From an optimization exercise on the open Yosys and OpenROAD flow, aimed at small area, a short achievable clock period and few clock cycles per item; shortcuts taken in it are not production practice. RTL that was checked went through simulation tests only; none was proved equivalent to the original. No activity file was given, so power comes from the tool's default toggle rates.

main:
// go_board_top
module go_board_top
#(
    parameter int BOARD_DIM = 9
)
(
    input  logic              clk_in,
    input  logic              rst_in,
    input  logic              move_strobe,
    input  logic [MOVE_W-1:0] move_in,
    output logic [2*BOARD_DIM*BOARD_DIM-1:0] board_out,
    output logic              turn,
    output logic              busy,
    output logic              move_done,
    output logic              move_rejected,
    output logic [CAPT_W-1:0] black_captures,
    output logic [CAPT_W-1:0] white_captures
);
    localparam int N      = BOARD_DIM;
    localparam int CELLS  = N * N;
    localparam int FILL_A = 0;
    localparam int FILL_B = 2;
    logic [CELLS-1:0]  blk_q;
    logic [CELLS-1:0]  wht_q;
    logic [CELLS-1:0]  occ_q;
    logic [CELLS-1:0]  dead_q;
    logic              opp_dies_q;
    logic              removing;
    logic [6:0]        count_q;
    logic              count_valid_q;
    logic              white_died_q;
    logic [CAPT_W-1:0] bcap_q;
    logic [CAPT_W-1:0] wcap_q;
    assign occ_q = blk_q | wht_q;
    always_comb
    begin
        for (int i = 0; i < CELLS; i++)
            board_out[2*i +: 2] = {wht_q[i], blk_q[i]};
    end
    function automatic logic [CELLS-1:0] links_h(input logic [CELLS-1:0] bk,
                                                 input logic [CELLS-1:0] wt);
        logic [CELLS-1:0] l;
  ...
Settings: LEC_CHECK=0, ABC_CLOCK_PERIOD_IN_PS=4000, CAP_MARGIN=20, CORE_MARGIN=2, CORE_UTILIZATION=40, SLEW_MARGIN=20; clock period 11.0 ns.
run.sh (not shown) runs the stock make flow with config.mk's settings and CLKGATE_MAP_FILE= SYNTH_SCRIPT=/design/flow/synth_recipe.tcl, a recipe that flattens the netlist after the stock synthesis.
In summary, main completed successfully, with a layout that passed the timing, design-rule and antenna checks.
### main -> the feature branch
# main
export LEC_CHECK = 0
export ABC_CLOCK_PERIOD_IN_PS = 4000
export CAP_MARGIN = 20
export CORE_MARGIN = 2
export CORE_UTILIZATION = 40
export SLEW_MARGIN = 20
create_clock -name core_clock -period 11.0 [get_ports {clk_in}]
# the feature branch
export LEC_CHECK = 0
export CAP_MARGIN = 20
export CORE_MARGIN = 2
export CORE_UTILIZATION = 40
export SETUP_SLACK_MARGIN = 5
export SLEW_MARGIN = 20
create_clock -name core_clock -period 11.0 [get_ports {clk_in}]
Findings:
The feature branch: all stages complete, timing, DRC and antenna checks passed
Compared to main, the feature branch has number of antenna violations at the first check in global routing 12 higher.
Diff the feature branch..main | compound-cell area share of the yosys netlist | unchanged
Taking main as the reference, in the feature branch total non-filler cell area in the finished layout increased about 3.2%, final critical path time including I/O delays and setup saw a decrease, routed wire length now sits higher.
Function was not checked in any run of this note: the RTL went through the layout flow alone.

* * *

v34:
Another version of the RTL of go_board_top (not shown whole).
For scale: roughly 4200 cells after synthesis, ~290 flip-flops, about 24000 um2 of cells after synthesis.
clock: 11.0 ns
lec_check: 0
abc_area: 1
cap_margin: 20
core_margin: 2
core_utilization: 55
cts_buf_list: sky130_fd_sc_hd__clkbuf_16
cts_cluster_diameter: 100
cts_cluster_size: 24
slew_margin: 20
standard.sh (not shown) runs the stock make flow with config.mk's settings and CLKGATE_MAP_FILE= SYNTH_SCRIPT=/design/flow/synth_recipe.tcl, a recipe that flattens the netlist after the stock synthesis.
==> flow/flow/run.sh <==
#!/bin/bash
# The standard layout with two changes: the port buffers that global
# placement inserts are plain buf_1 cells rather than the default pick (a
# clkdlybuf4s50, larger and slower), and timing repair aims 5.7 ns below the
# clock period. Make's whole output goes to standard.log.
set -euo pipefail
bash standard.sh "BUFFER_PORTS_ARGS=-buffer_cell sky130_fd_sc_hd__buf_1" SETUP_SLACK_MARGIN=5.7 finish > standard.log 2>&1
Per the final summary, v34 finished and its layout is clean on timing, DRC and antenna.
Testbench counts of v34, summed over its fixed seeds: cycles 6,496, moves 2,387.
Setup changes, v34 to v43
# v34
export LEC_CHECK = 0
export ABC_AREA = 1
export CAP_MARGIN = 20
export CORE_MARGIN = 2
export CORE_UTILIZATION = 55
export CTS_BUF_LIST = sky130_fd_sc_hd__clkbuf_16
export CTS_CLUSTER_DIAMETER = 100
export CTS_CLUSTER_SIZE = 24
export SLEW_MARGIN = 20
create_clock -name core_clock -period 11.0 [get_ports {clk_in}]
# v43
export LEC_CHECK = 0
export ABC_AREA = 1
export CAP_MARGIN = 20
export CORE_MARGIN = 2
export CORE_UTILIZATION = 55
export CTS_BUF_LIST = sky130_fd_sc_hd__clkbuf_16
export CTS_CLUSTER_DIAMETER = 100
export CTS_CLUSTER_SIZE = 24
export SETUP_SLACK_MARGIN = 5
export SLEW_MARGIN = 20
create_clock -name core_clock -period 11.0 [get_ports {clk_in}]
==> flow/flow/run.sh <==
#!/bin/bash
# The standard layout, with one change: the port buffers that global
# placement inserts are plain buf_1 cells rather than the default pick (a
# clkdlybuf4s50, larger and slower). Make's whole output goes to standard.log.
set -euo pipefail
bash standard.sh "BUFFER_PORTS_ARGS=-buffer_cell sky130_fd_sc_hd__buf_1" finish > standard.log 2>&1
==> comparison <==
From v34 to v43, total cell area at the placement stage did not move at all. v43 — final critical-path required period 0.66 ns higher, v34 as reference. In terms of total power, v43 and v34 differ only marginally. Clock-buffer cell count came out exactly the same in v34 and v43. On total routed wirelength, v34 tracks v43 almost exactly. Per the comparison of v43 with v34, worst setup slack after layout decreased 0.66 ns; worst hold margin essentially unchanged. Fraction of area in registers was lower in the run labelled v34. Comparing v34 with v43, the required time reported for the critical path endpoint came out essentially unchanged. v43 ends up with a static power due to leakage that is 0.61% lower than in v34. Count of filler cells inserted in the layout ends up higher on v43.
Modified inputs, v8 compared to v43
# v43
export LEC_CHECK = 0
export ABC_AREA = 1
export CAP_MARGIN = 20
export CORE_MARGIN = 2
export CORE_UTILIZATION = 55
export CTS_BUF_LIST = sky130_fd_sc_hd__clkbuf_16
export CTS_CLUSTER_DIAMETER = 100
export CTS_CLUSTER_SIZE = 24
export SETUP_SLACK_MARGIN = 5
export SLEW_MARGIN = 20
create_clock -name core_clock -period 11.0 [get_ports {clk_in}]
# v8
export LEC_CHECK = 0
export ABC_AREA = 1
export CAP_MARGIN = 20
export CORE_MARGIN = 2
export CORE_UTILIZATION = 55
export SLEW_MARGIN = 20
create_clock -name core_clock -period 11.0 [get_ports {clk_in}]
==> flow/flow/run.sh <==
#!/bin/bash
# The standard layout with two changes: the port buffers that global
# placement inserts are plain buf_1 cells rather than the default pick (a
# clkdlybuf4s50, larger and slower), and timing repair aims 6.3 ns below the
# clock period. Make's whole output goes to standard.log.
set -euo pipefail
bash standard.sh "BUFFER_PORTS_ARGS=-buffer_cell sky130_fd_sc_hd__buf_1" SETUP_SLACK_MARGIN=6.3 finish > standard.log 2>&1
--- outcome ---
Status(v8) = ERROR, stage = 5_1_grt
v8 against v43: worst slack at placement moved up, area after detailed placement closely matched the old numbers, post-synthesis cell area held steady, placed cell count flat, number of placed I/O pins stayed essentially flat.
v43 has a lower maximum level of the CTS H-tree than v8.
Looking at v8 and v43, the number of flip-flops and latches in the synthesized netlist is a wash.
Lower number of buffers inserted by post-CTS setup repair among v8 and v43: v43
When the final numbers for v8 and v43 were put side by side, the quantity of gates resized following cts turned out to be smaller in v43.
diff inputs: v8 => v58
==> flow/flow/run.sh <==
#!/bin/bash
# The standard layout with two changes: the port buffers that global
# placement inserts are plain buf_1 cells rather than the default pick (a
# clkdlybuf4s50, larger and slower), and timing repair aims 5.7 ns below the
# clock period. Make's whole output goes to standard.log.
set -euo pipefail
bash standard.sh "BUFFER_PORTS_ARGS=-buffer_cell sky130_fd_sc_hd__buf_1" SETUP_SLACK_MARGIN=5.7 finish > standard.log 2>&1
## What came out
No stage failed in v58, and the final checks on the layout all came back clean. Compared with v8, in v58 area share of xor/xnor cells in the synthesized design now sits at about the same level; register area share after synthesis stayed essentially flat; post-detailed-placement cell area about even.

[afterwards: timing with drivers on the ports]
The results above use ideal ports. As a check the final layouts listed here were re-extracted and re-timed, cells and wires unchanged. Step 1 (the two cells are an assumption about what drives the block):
set clk [get_ports {clk_in}]
set_driving_cell -lib_cell sky130_fd_sc_hd__clkbuf_16 $clk
set_driving_cell -lib_cell sky130_fd_sc_hd__buf_2 [delete_from_list [all_inputs] $clk]
Step 2, shift: input delay + t, output delay - t, t = (earliest + latest rising clock arrival at the registers) / 2. This alone moves slack from input paths to output paths. Slacks: no drivers / after step 1 / after step 2; pairs: no drivers / after step 1.
run | shift t [ns] | slack for setup (ns) | clock arrival spread, ns | worst data-port slew with drivers (ns) | cell pins on the clock port's net
main | 0.659 | 2.596 / 2.596 / 2.596 | 0.050 / 0.049 | 0.07 | 1
the feature branch | 0.663 | 4.016 / 4.016 / 4.016 | 0.043 / 0.044 | 0.07 | 1
v34 | 0.615 | 5.685 / 5.682 / 5.175 | 0.022 / 0.022 | 0.04 | 1
v43 | 0.617 | 5.024 / 5.024 / 4.744 | 0.020 / 0.020 | 0.04 | 1
v58 | 0.638 | 5.561 / 5.588 / 4.950 | 0.034 / 0.034 | 0.04 | 1
After both steps every run listed still meets setup and hold. The setup slack of v58, which loses most, moves by +0.027 ns with the drivers and by -0.611 ns with both steps.
